Background: an optimization exercise with open tools, aiming at small area and a short achievable clock period. Do not read the settings as production practice. RTL that was checked went through simulation tests only; none was proved equivalent to the original. Power and IR drop assume default switching activity.

## main
## vad_speech_segmenter
module vad_speech_segmenter #(
  parameter int unsigned COUNT_WIDTH = COUNT_WIDTH_DEF,
  parameter int unsigned PROB_WIDTH  = PROB_WIDTH_DEF,
  localparam int unsigned CfgWidth   = (COUNT_WIDTH > PROB_WIDTH) ? COUNT_WIDTH : PROB_WIDTH
) (
  input  logic                     clk_i,
  input  logic                     rst_ni,
  input  logic                     cfg_we_i,
  input  logic [CFG_IDX_WIDTH-1:0] cfg_idx_i,
  input  logic [CfgWidth-1:0]      cfg_data_i,
  input  logic                     in_valid_i,
  output logic                     in_stall_o,
  input  logic                     kind_i,
  input  logic [PROB_WIDTH-1:0]    speech_prob_i,
  input  logic [COUNT_WIDTH-1:0]   stream_length_i,
  output logic                     out_valid_o,
  input  logic                     out_stall_i,
  output logic [COUNT_WIDTH-1:0]   seg_start_o,
  output logic [COUNT_WIDTH-1:0]   seg_end_o,
  output logic [1:0]               end_reason_o
);
Size: roughly 2200 cells after synthesis, roughly 410 flip-flops, ~160 I/O pins, ~25000 um2 of cells after synthesis.
clock: 9.5 ns
lec_check: 0
cap_margin: 20
core_margin: 2
core_utilization: 55
cts_buf_list: sky130_fd_sc_hd__clkbuf_8
cts_cluster_diameter: 50
cts_cluster_size: 16
setup_slack_margin: 5
slew_margin: 20
standard.sh (not shown) runs the stock make flow with config.mk's settings and CLKGATE_MAP_FILE= SYNTH_SCRIPT=/design/flow/synth_recipe.tcl, a recipe that flattens the netlist after the stock synthesis.
==> flow/flow/run.sh <==
#!/bin/bash
# Layout: the standard flow (standard.sh) with one change: buffer_ports, which puts a
# buffer on every input and output port, uses sky130_fd_sc_hd__buf_1 cells instead of the
# cell it picks by itself (the delay buffer clkdlybuf4s50_1). make's full output goes to
# orfs_make.log here; each tool's own log is under orfs/logs/.
set -euo pipefail
bash standard.sh "BUFFER_PORTS_ARGS=-buffer_cell sky130_fd_sc_hd__buf_1" finish > orfs_make.log 2>&1
Inputs modified between main and the feature branch:
diff --git a/flow/design.v b/flow/design.v
--- a/flow/design.v
+++ b/flow/design.v
@@ -164,31 +164,40 @@
         resume_q <= wr_resume ? count_q : open_q;
       if (wr_sil) begin
         sil_q         <= next_q;
         sil_lt_open_q <= b_open;
       end
       if (wr_pend)
         pend_q <= kind_i ? stream_len_i : ((win && split_hit) ? next_q : sil_s);
     end
   end
   assign res_start_o = resume_q;
   assign res_end_o   = pend_q;
   assign count_d = !step_i ? count_q : (kind_i ? '0 : next_q);
-  logic [WIN_WIDTH:0]               next_lo;
-  logic [COUNT_WIDTH-WIN_WIDTH-1:0] count_hi_inc;
-  logic [COUNT_WIDTH-1:0]           next_d;
-  assign next_lo      = {1'b0, count_d[WIN_WIDTH-1:0]} + {1'b0, window_d_i};
+  localparam int unsigned HI = COUNT_WIDTH - WIN_WIDTH;
+  localparam int unsigned LB = WIN_WIDTH / 2;
+  localparam int unsigned UB = WIN_WIDTH - LB;
+  logic [LB:0]            sum_b0;
+  logic [UB:0]            sum_b1_c0, sum_b1_c1;
+  logic                   carry_w;
+  logic [HI-1:0]          count_hi_inc;
+  logic [COUNT_WIDTH-1:0] next_d;
+  assign sum_b0       = {1'b0, count_d[LB-1:0]} + {1'b0, window_d_i[LB-1:0]};
+  assign sum_b1_c0    = {1'b0, count_d[WIN_WIDTH-1:LB]} + {1'b0, window_d_i[WIN_WIDTH-1:LB]};
+  assign sum_b1_c1    = {1'b0, count_d[WIN_WIDTH-1:LB]} + {1'b0, window_d_i[WIN_WIDTH-1:LB]} + 1'b1;
+  assign carry_w      = sum_b0[LB] ? sum_b1_c1[UB] : sum_b1_c0[UB];
   assign count_hi_inc = count_d[COUNT_WIDTH-1:WIN_WIDTH] + 1'b1;
-  assign next_d       = {next_lo[WIN_WIDTH] ? count_hi_inc : count_d[COUNT_WIDTH-1:WIN_WIDTH],
-                         next_lo[WIN_WIDTH-1:0]};
+  assign next_d       = {carry_w ? count_hi_inc : count_d[COUNT_WIDTH-1:WIN_WIDTH],
+                         sum_b0[LB] ? sum_b1_c1[UB-1:0] : sum_b1_c0[UB-1:0],
+                         sum_b0[LB-1:0]};
   always_ff @(posedge clk_i or negedge rst_ni) begin
     if (!rst_ni) begin
       count_q <= '0;
       next_nq <= ~(COUNT_WIDTH'(WIN_RESET));
     end else begin
       count_q <= count_d;
       next_nq <= ~next_d;
     end
   end
   always_ff @(posedge clk_i or negedge rst_ni) begin
     if (!rst_ni) begin
       in_speech_q   <= 1'b0;
The feature branch leaves less setup margin than main. Against main as the reference, the feature branch delivers a lower clock group share of total power. Against main, the feature branch comes in about 3.3% higher on overall power consumption. In terms of post-synthesis mux area share, the feature branch and main differ only marginally. Compare the feature branch and main | final HPWL from detailed placement lower: the feature branch. Adder-cell area share of the yosys netlist, the feature branch and main: higher on the feature branch. Delta (the feature branch minus main): power of the combinational group higher; worst hold margin -0.0064 ns; sequential share of layout area decreased 0.91 points; final area higher.
Function not checked in the feature branch: the RTL went through the layout flow alone.

Starting RTL as in the previous note.
clock: 9.5 ns
lec_check: 0
cap_margin: 20
core_margin: 2
core_utilization: 55
cts_buf_list: sky130_fd_sc_hd__clkbuf_8
cts_cluster_diameter: 50
cts_cluster_size: 16
setup_slack_margin: 5
slew_margin: 20
run.sh (not shown) runs the stock make flow with config.mk's settings and CLKGATE_MAP_FILE= SYNTH_SCRIPT=/design/flow/synth_recipe.tcl, a recipe that flattens the netlist after the stock synthesis.
Stock flow here: none of the scripts above is used.
Then changed:
--- a/flow/design.v
+++ b/flow/design.v
@@ -168,27 +168,36 @@
       end
       if (wr_pend)
         pend_q <= kind_i ? stream_len_i : ((win && split_hit) ? next_q : sil_s);
     end
   end
   assign res_start_o = resume_q;
   assign res_end_o   = pend_q;
   assign count_d = !step_i ? count_q : (kind_i ? '0 : next_q);
-  logic [WIN_WIDTH:0]               next_lo;
-  logic [COUNT_WIDTH-WIN_WIDTH-1:0] count_hi_inc;
-  logic [COUNT_WIDTH-1:0]           next_d;
-  assign next_lo      = {1'b0, count_d[WIN_WIDTH-1:0]} + {1'b0, window_d_i};
+  localparam int unsigned HI = COUNT_WIDTH - WIN_WIDTH;
+  localparam int unsigned LB = WIN_WIDTH / 2;
+  localparam int unsigned UB = WIN_WIDTH - LB;
+  logic [LB:0]            sum_b0;
+  logic [UB:0]            sum_b1_c0, sum_b1_c1;
+  logic                   carry_w;
+  logic [HI-1:0]          count_hi_inc;
+  logic [COUNT_WIDTH-1:0] next_d;
+  assign sum_b0       = {1'b0, count_d[LB-1:0]} + {1'b0, window_d_i[LB-1:0]};
+  assign sum_b1_c0    = {1'b0, count_d[WIN_WIDTH-1:LB]} + {1'b0, window_d_i[WIN_WIDTH-1:LB]};
+  assign sum_b1_c1    = {1'b0, count_d[WIN_WIDTH-1:LB]} + {1'b0, window_d_i[WIN_WIDTH-1:LB]} + 1'b1;
+  assign carry_w      = sum_b0[LB] ? sum_b1_c1[UB] : sum_b1_c0[UB];
   assign count_hi_inc = count_d[COUNT_WIDTH-1:WIN_WIDTH] + 1'b1;
-  assign next_d       = {next_lo[WIN_WIDTH] ? count_hi_inc : count_d[COUNT_WIDTH-1:WIN_WIDTH],
-                         next_lo[WIN_WIDTH-1:0]};
+  assign next_d       = {carry_w ? count_hi_inc : count_d[COUNT_WIDTH-1:WIN_WIDTH],
+                         sum_b0[LB] ? sum_b1_c1[UB-1:0] : sum_b1_c0[UB-1:0],
+                         sum_b0[LB-1:0]};
   always_ff @(posedge clk_i or negedge rst_ni) begin
     if (!rst_ni) begin
       count_q <= '0;
-      next_nq <= ~(COUNT_WIDTH'(WIN_RESET));
+      next_nq <= ~COUNT_WIDTH'(WIN_RESET);
     end else begin
       count_q <= count_d;
       next_nq <= ~next_d;
     end
   end
   always_ff @(posedge clk_i or negedge rst_ni) begin
     if (!rst_ni) begin
       in_speech_q   <= 1'b0;
@@ -261,17 +270,17 @@
   logic [WIN_WIDTH-1:0]   window_d;
   logic                   res_valid;
   logic [1:0]             res_reason;
   logic [COUNT_WIDTH-1:0] res_start, res_end;
   assign advance    = in_valid_q && (!out_valid_q || !out_stall_i);
   assign in_stall_o = in_valid_q && out_valid_q && out_stall_i;
   always_ff @(posedge clk_i or negedge rst_ni) begin
     if (!rst_ni) begin
-      thresh_nq     <= ~(PROB_WIDTH'(THRESH_RESET));
+      thresh_nq     <= ~PROB_WIDTH'(THRESH_RESET);
       gap_q         <= PROB_WIDTH'(GAP_RESET);
       window_q      <= WIN_RESET;
       min_sil_q     <= COUNT_WIDTH'(MIN_SIL_RESET);
       split_pause_q <= COUNT_WIDTH'(SPLIT_PAUSE_RESET);
       min_speech_q  <= COUNT_WIDTH'(MIN_SPEECH_RESET);
       max_speech_q  <= '1;
     end else if (cfg_we_i) begin
       case (cfg_idx_i)
=> Design area grows by 3.0%; non-clock buffer count grows by 57; fmax shrinks by 6.8%; global-route usage shrinks by 1.4 points; die area barely changes; worst hold slack improves by 0.013 ns.
Only the layout flow was run in the second run of this note; the RTL was not checked for function there.

-- afterwards: timing with drivers on the ports --
The flow's constraints put no driver on any port. The routed layouts listed below were extracted and timed again, unchanged, in two steps. Step 1 sets driving cells, clkbuf_16 on the clock port and buf_2 on the other inputs (assumed; they add their load-dependent delay and slew). Step 2, shift: input delay + t, output delay - t, t = (earliest + latest rising clock arrival at the registers) / 2. This alone moves slack from input paths to output paths. Three values: ideal, step 1, step 2; two values: the first two.
run | t, ns | slack for setup (ns) | cell pins on the clock port's net
main | 0.716 | 4.996 / 4.994 / 4.278 | 1
the feature branch | 0.717 | 4.678 / 4.691 / 3.974 | 1
the first run of note 2 | 0.718 | 4.946 / 4.964 / 4.247 | 1
the second run of note 2 | 0.718 | 4.615 / 4.623 / 3.905 | 1
After both steps every run listed still meets setup and hold. The setup slack of main, which loses most, moves by -0.002 ns with the drivers and by -0.718 ns with both steps.
